Source: an optimization exercise on an open RTL-to-GDS flow (aim: small area, a short achievable clock period and few clock cycles). Production flows keep margins and buffers that such runs may drop.
In this exercise RTL edits were held to simulation tests only and were not proved equivalent to the original.

## oak
==> flow/design.v <==
package cab_bus_pkg;
  typedef logic [15:0] addr_t;
  typedef logic [31:0] data_t;
  typedef logic [15:0] half_t;
  typedef union packed {
    struct packed {
      logic [13:0] offset;
      logic        rsvd;
      logic        wr;
    } hdr;
    half_t data;
  } sreq_word_u;
  typedef enum logic [1:0] {
    send_addr,
    send_wdata_lo,
    send_wdata_hi
  } send_state_t;
endpackage
package cab_map_pkg;
  localparam int CAB_WINDOW = 4096;
  localparam int HDR_OFS_LSB = 2;
  localparam int DEFAULT_TIMEOUT = 250000;
endpackage
`timescale 1ns/1ns
module cab_bridge #(
  parameter int O_DEPTH = 8,        
  parameter int MRDY = 0,           
  parameter int TIMEOUT_CYCLES = 64
) (
  input  logic        clk,
  input  logic        rst_n,
  input  logic [31:0] maddr,
  input  logic [63:0] mwdata,
  input  logic [1:0]  mwr,
  input  logic [1:0]  mreq,
  output logic [1:0]  mrdy,
  output logic [1:0]  mdn,
  output logic [63:0] mrdata,
  input  logic [1:0]  srdy,
  input  logic [1:0]  sack,
  input  logic [31:0] sackdata,
  output logic [1:0]  sreq,
  output logic [31:0] sreqdata
);
  localparam int OP = (O_DEPTH > 1) ? $clog2(O_DEPTH) : 1;
  localparam int CNT_W = $clog2(TIMEOUT_CYCLES + 1);
  logic        cur_m;             
  logic [1:0]  hv;                
  logic [1:0]  hw;                
  logic [9:0]  hofs [2];          
  logic [1:0]  ph [2];            
  logic [1:0]  cs;                
  logic        wbv;               
  logic [31:0] wbuf;
  logic [1:0]  o_mem [O_DEPTH];   
  logic [OP-1:0] o_wp, o_rp;
  logic [OP:0] o_cnt;
  logic [OP:0] wd_cnt [2];        
  logic [1:0]  rd_out [2];        
  logic [1:0]  rcnt [2];          
  logic [1:0]  r_wp, r_rp;        
  logic [1:0]  hsel;              
  logic [31:0] rmem [2][2];
  logic [CNT_W-1:0] t_cnt;
  logic        ans;               
  logic [1:0]  sel [2];           
  logic [1:0]  rdy_q;
  logic        m1;
  logic [15:0] a;
  logic        a_wr;
  logic [31:0] a_wd;
  logic        a_map;
  logic        a_sl;
  logic        acc;
  logic        rdy;
  logic [1:0]  push;
  logic [1:0]  xfer;
  logic [1:0]  lastw;             
  logic [1:0]  free;
  logic        o_room;
  assign m1 = mreq[1];
  assign a = m1 ? maddr[31:16] : maddr[15:0];
  assign a_wr = m1 ? mwr[1] : mwr[0];
  assign a_wd = m1 ? mwdata[63:32] : mwdata[31:0];
  assign a_map = a[15:13] == 3'b000;
  assign a_sl = a[12];
  for (genvar s = 0; s < 2; s++) begin : g_x
    assign xfer[s] = srdy[s] && cs[s];
    assign lastw[s] = !hw[s] || ph[s] == 2'd2;
  end
  always_comb begin
    case (MRDY)
      0: rdy = (a_sl ? (!hv[1] || (xfer[1] && lastw[1])) : (!hv[0] || (xfer[0] && lastw[0]))) &&
               (!a_wr || !wbv || (xfer[0] && hw[0] && ph[0] == 2'd2) || (xfer[1] && hw[1] && ph[1] == 2'd2)) &&
               o_room;
      1: rdy = (a_sl ? !hv[1] : !hv[0]) && (!a_wr || !wbv) && o_room;
      default: rdy = m1 ? rdy_q[1] : rdy_q[0];
    endcase
  end
  assign mrdy = {rdy, rdy};
  assign acc = (|mreq) && rdy;
  assign push[0] = acc && a_map && !a_sl;
  assign push[1] = acc && a_map && a_sl;
  logic [1:0]  hv_nx, hw_nx;
  logic [1:0]  ph_nx [2];
  logic        wbv_nx;
  logic [OP-1:0] o_wp_nx, o_rp_nx;
  logic [OP:0] o_cnt_nx;
  logic        o_push;
  logic        hd_s, hd_w;        
  logic        nh_s, nh_w;        
  logic [1:0]  wpop, rpop;
  logic [1:0]  rpush;
  logic [1:0]  rd_sent, wr_sent;
  logic [OP:0] wd_cnt_nx [2];
  logic [1:0]  rd_out_nx [2];
  logic [1:0]  rcnt_nx [2];
  logic [1:0]  r_rp_nx;
  logic [1:0]  rd_room_nx;
  logic        h_wait;            
  logic        h_wait_nx;
  logic [CNT_W-1:0] t_cnt_nx;
  logic        ans_nx;
  logic [1:0]  cs_nx;
  assign o_push = acc && a_map;
  assign o_room = o_cnt != (OP+1)'(O_DEPTH);
  assign {hd_s, hd_w} = o_mem[o_rp];
  for (genvar s = 0; s < 2; s++) begin : g_nx
    assign rd_sent[s] = xfer[s] && !hw[s];
    assign wr_sent[s] = xfer[s] && hw[s] && ph[s] == 2'd2;
    assign hv_nx[s] = push[s] || (hv[s] && !(xfer[s] && lastw[s]));
    assign hw_nx[s] = push[s] ? a_wr : hw[s];
    assign ph_nx[s] = push[s] || (xfer[s] && lastw[s]) ? 2'd0 :
                      xfer[s] ? ph[s] + 2'd1 : ph[s];
    assign wpop[s] = ans && hd_w && hd_s == s[0];
    assign rpop[s] = ans && !hd_w && hd_s == s[0];
    assign rpush[s] = sack[s] && hsel[s];
    assign wd_cnt_nx[s] = wd_cnt[s] + (OP+1)'(wr_sent[s]) - (OP+1)'(wpop[s]);
    assign rd_out_nx[s] = rd_out[s] + 2'(rd_sent[s]) - 2'(rpop[s]);
    assign rcnt_nx[s] = rcnt[s] + 2'(rpush[s]) - 2'(rpop[s] && rcnt[s] != 2'd0);
    assign r_rp_nx[s] = r_rp[s] ^ (rpop[s] && rcnt[s] != 2'd0);
    assign rd_room_nx[s] = rd_out_nx[s] < 2'd2 ||
                           (rd_out_nx[s] == 2'd2 && o_cnt_nx != '0 && !nh_w && nh_s == s[0]);
    assign cs_nx[s] = hv_nx[s] && (hw_nx[s] || rd_room_nx[s]);
  end
  assign wbv_nx = (acc && a_map && a_wr) || (wbv && !wr_sent[0] && !wr_sent[1]);
  assign o_wp_nx = !o_push ? o_wp : (o_wp == OP'(O_DEPTH - 1)) ? '0 : o_wp + 1'b1;
  assign o_rp_nx = !ans ? o_rp : (o_rp == OP'(O_DEPTH - 1)) ? '0 : o_rp + 1'b1;
  assign o_cnt_nx = o_cnt + (OP+1)'(o_push) - (OP+1)'(ans);
  assign {nh_s, nh_w} = (o_push && o_wp == o_rp_nx) ? {a_sl, a_wr} : o_mem[o_rp_nx];
  assign h_wait = o_cnt != '0 && !hd_w && rd_out[hd_s] != '0 && rcnt[hd_s] == '0;
  assign t_cnt_nx = (h_wait && !ans) ? t_cnt + 1'b1 : '0;
  assign h_wait_nx = o_cnt_nx != '0 && !nh_w && rd_out_nx[nh_s] != '0 && rcnt_nx[nh_s] == '0;
  assign ans_nx = o_cnt_nx != '0 &&
                  (nh_w ? wd_cnt_nx[nh_s] != '0 :
                          rcnt_nx[nh_s] != '0 ||
                          (h_wait_nx && t_cnt_nx == CNT_W'(TIMEOUT_CYCLES - 1)));
  always_ff @(posedge clk or negedge rst_n) begin
    if (!rst_n) begin
      cur_m <= 1'b0;
      hv <= '0;
      cs <= '0;
      wbv <= 1'b0;
      o_wp <= '0;
      o_rp <= '0;
      o_cnt <= '0;
      t_cnt <= '0;
      ans <= 1'b0;
      mdn <= '0;
      r_wp <= '0;
      r_rp <= '0;
      hsel <= '0;
      rdy_q <= '0;
      for (int s = 0; s < 2; s++) begin
        ph[s] <= 2'd0;
        wd_cnt[s] <= '0;
        rd_out[s] <= '0;
        rcnt[s] <= '0;
        sel[s] <= '0;
      end
    end else begin
      if (acc) cur_m <= m1;
      hv <= hv_nx;
      cs <= cs_nx;
      wbv <= wbv_nx;
      o_wp <= o_wp_nx;
      o_rp <= o_rp_nx;
      o_cnt <= o_cnt_nx;
      t_cnt <= t_cnt_nx;
      ans <= ans_nx;
      mdn <= ans_nx ? ((acc ? m1 : cur_m) ? 2'b10 : 2'b01) : 2'b00;
      r_rp <= r_rp_nx;
      for (int s = 0; s < 2; s++) begin
        ph[s] <= ph_nx[s];
        wd_cnt[s] <= wd_cnt_nx[s];
        rd_out[s] <= rd_out_nx[s];
        rcnt[s] <= rcnt_nx[s];
        if (sack[s]) hsel[s] <= !hsel[s];
        if (rpush[s]) r_wp[s] <= !r_wp[s];
        for (int k = 0; k < 2; k++) begin
          sel[s][k] <= ans_nx && !nh_w && nh_s == s[0] && rcnt_nx[s] != '0 && r_rp_nx[s] == k[0];
        end
      end
      for (int m = 0; m < 2; m++) begin
        rdy_q[m] <= o_cnt_nx != (OP+1)'(O_DEPTH) && !wbv_nx &&
                    ((mreq[m] && !acc) ? !hv_nx[maddr[m*16 + 12]] : !hv_nx[0] && !hv_nx[1]);
      end
    end
  end
  always_ff @(posedge clk) begin
    for (int s = 0; s < 2; s++) begin
      if (push[s]) begin
        hw[s] <= a_wr;
        hofs[s] <= a[11:2];
      end
      if (sack[s] && !hsel[s]) rmem[s][r_wp[s]][15:0] <= sackdata[s*16 +: 16];
      if (sack[s] && hsel[s]) rmem[s][r_wp[s]][31:16] <= sackdata[s*16 +: 16];
    end
    if (acc && a_map && a_wr) wbuf <= a_wd;
    if (o_push) o_mem[o_wp] <= {a_sl, a_wr};
  end
  for (genvar s = 0; s < 2; s++) begin : g_out
    assign sreq[s] = srdy[s] && cs[s];
    assign sreqdata[s*16 +: 16] = (ph[s] == 2'd1) ? wbuf[15:0] :
                                  (ph[s] == 2'd2) ? wbuf[31:16] : {4'b0, hofs[s], 1'b0, hw[s]};
  end
  logic [31:0] rd;
  always_comb begin
    rd = '0;
    for (int s = 0; s < 2; s++)
      for (int k = 0; k < 2; k++)
        rd = rd | ({32{sel[s][k]}} & rmem[s][k]);
  end
  assign mrdata = {rd, rd};
endmodule
`timescale 1ns/1ns
module cab_bridge_top (
  input  logic        clk,
  input  logic        rst_n,
  input  logic [31:0] maddr,
  input  logic [63:0] mwdata,
  input  logic [1:0]  mwr,
  input  logic [1:0]  mreq,
  output logic [1:0]  mrdy,
  output logic [1:0]  mdn,
  output logic [63:0] mrdata,
  input  logic [1:0]  srdy,
  input  logic [1:0]  sack,
  input  logic [31:0] sackdata,
  output logic [1:0]  sreq,
  output logic [31:0] sreqdata
);
  cab_bridge u_bridge (.*);
endmodule
export LEC_CHECK = 0
export CAP_MARGIN = 20
export CORE_MARGIN = 2
export CORE_UTILIZATION = 40
export SETUP_SLACK_MARGIN = 3
export SLEW_MARGIN = 20
create_clock -name core_clock -period 7.0 [get_ports {clk}]
standard.sh (not shown) runs the stock make flow with config.mk's settings and CLKGATE_MAP_FILE= SYNTH_SCRIPT=/design/flow/synth_recipe.tcl, a recipe that flattens the netlist after the stock synthesis.
==> flow/flow/run.sh <==
#!/bin/bash
# standard layout, with plain buffers on the ports instead of the delay cells buffer_ports picks
set -euo pipefail
bash standard.sh "BUFFER_PORTS_ARGS=-buffer_cell sky130_fd_sc_hd__buf_2" finish > standard.log 2>&1
Testbench counts of oak, summed over its fixed seeds: cycles 32,600.
Modified inputs, pine compared to oak
Settings: SETUP_SLACK_MARGIN: 3 -> 4.
==> flow/run.sh (new file) <==
#!/bin/bash
# synth_recipe.tcl (not shown) runs the flow's synth.tcl, then flattens the netlist and writes it again
# the make line also repeats each setting of config.mk as NAME=value (left out here)
make -C /OpenROAD-flow-scripts/flow DESIGN_CONFIG=/design/flow/config.mk WORK_HOME=/design/flow/orfs CLKGATE_MAP_FILE= SYNTH_SCRIPT=/design/flow/synth_recipe.tcl finish
removed: flow/flow/run.sh
removed: flow/standard.sh
[summary]
- Final routed wirelength across all metal layers, pine and oak, lower one = oak.
- Of pine and oak, the higher global routing met1 resource utilization belongs to pine.
- pine vs oak: global routing met2 resource utilization up in pine
- There was hardly any difference in number of enable flip-flop cells after synthesis between pine and oak.
- Delta(smallest hold slack, pine - oak) > 0
- Compared with oak, in pine routed length on met2 went up; fraction of cell area in non-clock buffers went up; peak supply drop went down.

-- port drivers added, routing unchanged --
No port has a modelled driver above. Below, the same layouts with a new extraction and two added sets of constraints.
Step 1 assumes that a clkbuf_16 drives the clock port and a buf_2 every other input.
Step 2 adds t to the input delays and takes it off the output delays; t is the mean of the earliest and latest rising clock arrival at the registers after step 1. Input paths then give back, and output paths get back, about the clock's delay inside the block.
Three values: no drivers, after step 1, after step 2; two values: the first two.
| run | t, ns | setup slack, ns | worst hold slack (ns) | worst register clock-pin slew, ns | cell pins on the clock port's net |
|---|---|---|---|---|---|
| oak | 0.573 | 3.140 / 3.102 / 2.671 | 0.482 / 0.482 / 0.482 | 0.06 / 0.06 | 1 |
| pine | 0.593 | 3.135 / 3.070 / 2.860 | 0.486 / 0.486 / 0.486 | 0.07 / 0.07 | 1 |
After both steps every run listed still meets setup and hold. For oak, which loses most, drivers alone change the setup slack by -0.038 ns; drivers and shift together by -0.469 ns.
